Context: an optimization exercise on an open-source flow, tuned for small area. The choices shown serve that exercise and are no tape-out recipe.
Only simulation tests tie the RTL to the original design; equivalence was not proved.
Power is estimated from default activity; no workload was simulated.

## fft_scheduler
module fft_scheduler #(
   parameter int TIMEOUT = 255
) (
   input  logic          i_clk,
   input  logic          i_rst_n,
   input  logic          i_trigger,
   input  logic [1023:0] i_frame,
   output logic          o_fft_start,
   output logic [255:0]  o_fft_in,
   input  logic [255:0]  i_fft_out,
   input  logic          i_fft_valid,
   output logic [255:0]  o_freqs,
   output logic          o_done,
   output logic          o_busy,
   output logic [3:0]    o_timeout,
   output logic          o_overrun
);
Size: ~4,600 cells after synthesis, about 1,400 flip-flops, about 1,800 I/O pins, roughly 51,000 µm² of cells after synthesis.
==> flow/config.mk <==
export PLATFORM = sky130hd
export DESIGN_NAME = fft_scheduler
export DESIGN_NICKNAME = fft_scheduler
export VERILOG_FILES = /design/flow/design.v
export SDC_FILE = /design/flow/constraint.sdc
export NUM_CORES = 4
export LEC_CHECK = 0
export CAP_MARGIN = 20
export CORE_AREA = 10 10 670 670
export DIE_AREA = 0 0 680 680
export PLACE_DENSITY = 0.9
export SLEW_MARGIN = 20
==> flow/constraint.sdc <==
create_clock -name core_clock -period 7.0 [get_ports {i_clk}]
set_input_delay 1.4000 -clock core_clock [delete_from_list [all_inputs] [get_ports {i_clk}]]
set_output_delay 1.4000 -clock core_clock [all_outputs]
set_load 0.01 [all_outputs]
standard.sh (not shown) runs the stock make flow with config.mk's settings and CLKGATE_MAP_FILE= SYNTH_SCRIPT=/design/flow/synth_recipe.tcl, a recipe that flattens the netlist after the stock synthesis.
==> flow/flow/run.sh <==
#!/bin/bash
# The standard layout (the standard.sh), with two changes:
#  - the port buffers are plain buf_1 cells;
#  - CTS builds larger leaf clusters of clkbuf_8 cells and adds no dummy loads.
set -euo pipefail
export BUFFER_PORTS_ARGS="-buffer_cell sky130_fd_sc_hd__buf_1"
export CTS_ARGS="-sink_clustering_enable -repair_clock_nets -dont_use_dummy_load -sink_clustering_size 14 -sink_clustering_max_diameter 100 -buf_list sky130_fd_sc_hd__clkbuf_8"
bash standard.sh > standard_flow.log 2>&1
Rerun with:
PLACE_DENSITY = 0.75   (was 0.9)
=> Cell area stays flat; count of clock-buffer cells in the layout went down by 11; via count went down by 1.9%; synthesized cell count does not change; global-route usage went down by 0.75 points; register-to-register slack gains 0.04 ns; final cell count is about the same; first-iteration DRC count went down by about 4.5%; sequential share of layout area went up by 0.12 points; worst hold slack loses 0.095 ns.
Rerun with:
==> flow/flow/run.sh (replaced) <==
#!/bin/bash
# The standard layout (the standard.sh), with two changes:
#  - the port buffers are plain buf_1 cells;
#  - CTS builds larger leaf clusters of clkbuf_8 cells and adds no dummy loads.
set -euo pipefail
export BUFFER_PORTS_ARGS="-buffer_cell sky130_fd_sc_hd__buf_1"
export CTS_ARGS="-sink_clustering_enable -repair_clock_nets -dont_use_dummy_load -sink_clustering_size 16 -sink_clustering_max_diameter 100 -buf_list sky130_fd_sc_hd__clkbuf_8"
bash standard.sh > standard_flow.log 2>&1
Effect: Worst setup slack is better by 0.011 ns. Sequential share of layout area climbs by 0.11 points. Worst hold slack gains 0.051 ns. Synthesized area stays the same.
Rerun with:
==> flow/flow/run.sh (replaced) <==
#!/bin/bash
# The standard layout (the standard.sh), with two changes:
#  - the port buffers are plain buf_1 cells;
#  - CTS builds larger leaf clusters of clkbuf_8 cells and adds no dummy loads.
set -euo pipefail
export BUFFER_PORTS_ARGS="-buffer_cell sky130_fd_sc_hd__buf_1"
export CTS_ARGS="-sink_clustering_enable -repair_clock_nets -dont_use_dummy_load -sink_clustering_size 14 -sink_clustering_max_diameter 100 -buf_list sky130_fd_sc_hd__clkbuf_8"
bash standard.sh > standard_flow.log 2>&1
PLACE_DENSITY = default   (was 0.75)
Power rises by about 2.4%.
Synthesized cell count does not change.
Design area went up by about 0.57%.
First-iteration DRC count is lower by 13%.
Clock-buffer cell count climbs by 23.
Wire length came out lower by 1.3%.
Worst hold slack is better by 0.080 ns.
Synthesized area does not change.
Via count is lower by 1.0%.
Global-route usage drops by 0.21 points.

* * *

fft_scheduler, a different RTL version from the one above (not shown whole).
Size in the first run: about 1400 flip-flops, ~1800 I/O pins, about 51000 sq um of cells after synthesis.
export LEC_CHECK = 0
export CAP_MARGIN = 5
export CORE_AREA = 10 10 670 670
export DIE_AREA = 0 0 680 680
export SLEW_MARGIN = 5
create_clock -name core_clock -period 7.0 [get_ports {i_clk}]
==> flow/flow/run.sh <==
#!/bin/bash
# The standard layout (the standard.sh), with two changes:
#  - the port buffers are plain buf_1 cells;
#  - CTS builds larger leaf clusters of clkbuf_8 cells and adds no dummy loads.
set -euo pipefail
export BUFFER_PORTS_ARGS="-buffer_cell sky130_fd_sc_hd__buf_1"
export CTS_ARGS="-sink_clustering_enable -repair_clock_nets -dont_use_dummy_load -sink_clustering_size 14 -sink_clustering_max_diameter 100 -buf_list sky130_fd_sc_hd__clkbuf_8"
bash standard.sh > standard_flow.log 2>&1
Edit:
Settings changed: CAP_MARGIN 5 to 20, SLEW_MARGIN 5 to 20.
The new run completed without violations.
Worst setup slack gains 0.016 ns.
Power hardly moves.
Sequential share of layout area hardly moves.
Utilization stays flat.
Synthesized cell count is unchanged.
Hold slack is about the same.
Non-clock buffer count is unchanged.
Edit:
--- a/flow/flow/run.sh
+++ b/flow/flow/run.sh
@@ -7 +7 @@
-export CTS_ARGS="-sink_clustering_enable -repair_clock_nets -dont_use_dummy_load -sink_clustering_size 14 -sink_clustering_max_diameter 100 -buf_list sky130_fd_sc_hd__clkbuf_8"
+export CTS_ARGS="-sink_clustering_enable -repair_clock_nets -dont_use_dummy_load -sink_clustering_size 12 -sink_clustering_max_diameter 100 -buf_list sky130_fd_sc_hd__clkbuf_8"
Flip-flop and latch count is unchanged.
Design area is about the same.
Non-clock buffer count is unchanged.
Total power rose by about 1.2%.
Via count barely changes.
Utilization is about the same.
Worst hold slack degrades by 0.030 ns.
Synthesized area is unchanged.
Cell count is about the same.

-- what the ideal ports hide --
Ports are ideal in the flow. The routed layouts listed here were re-timed in OpenROAD.
Step 1 sets driving cells, clkbuf_16 on the clock port and buf_2 on the other inputs (assumed; they add their load-dependent delay and slew).
Step 2, shift: input delay + t, output delay - t, t = (earliest + latest rising clock arrival at the registers) / 2. This alone moves slack from input paths to output paths.
a / b / c = no drivers / after step 1 / after step 2; a / b = the first two.
run	shift t [ns]	setup slack, ns	worst slew at a driven data input, ns	cell pins on the clock port's net
the first run of note 1	1.018	2.861 / 2.861 / 2.861	0.49	1
the second run of note 1	1.058	2.898 / 2.898 / 2.898	0.53	1
the third run of note 1	1.065	2.910 / 2.910 / 2.910	0.53	1
the fourth run of note 1	1.028	2.575 / 2.575 / 2.575	0.58	1
the first run of note 2	0.998	3.040 / 3.040 / 3.040	0.51	1
the second run of note 2	0.997	3.056 / 3.056 / 3.056	0.57	1
the third run of note 2	1.014	3.052 / 3.052 / 3.052	0.48	1
After both steps setup and hold are still met in every run listed.
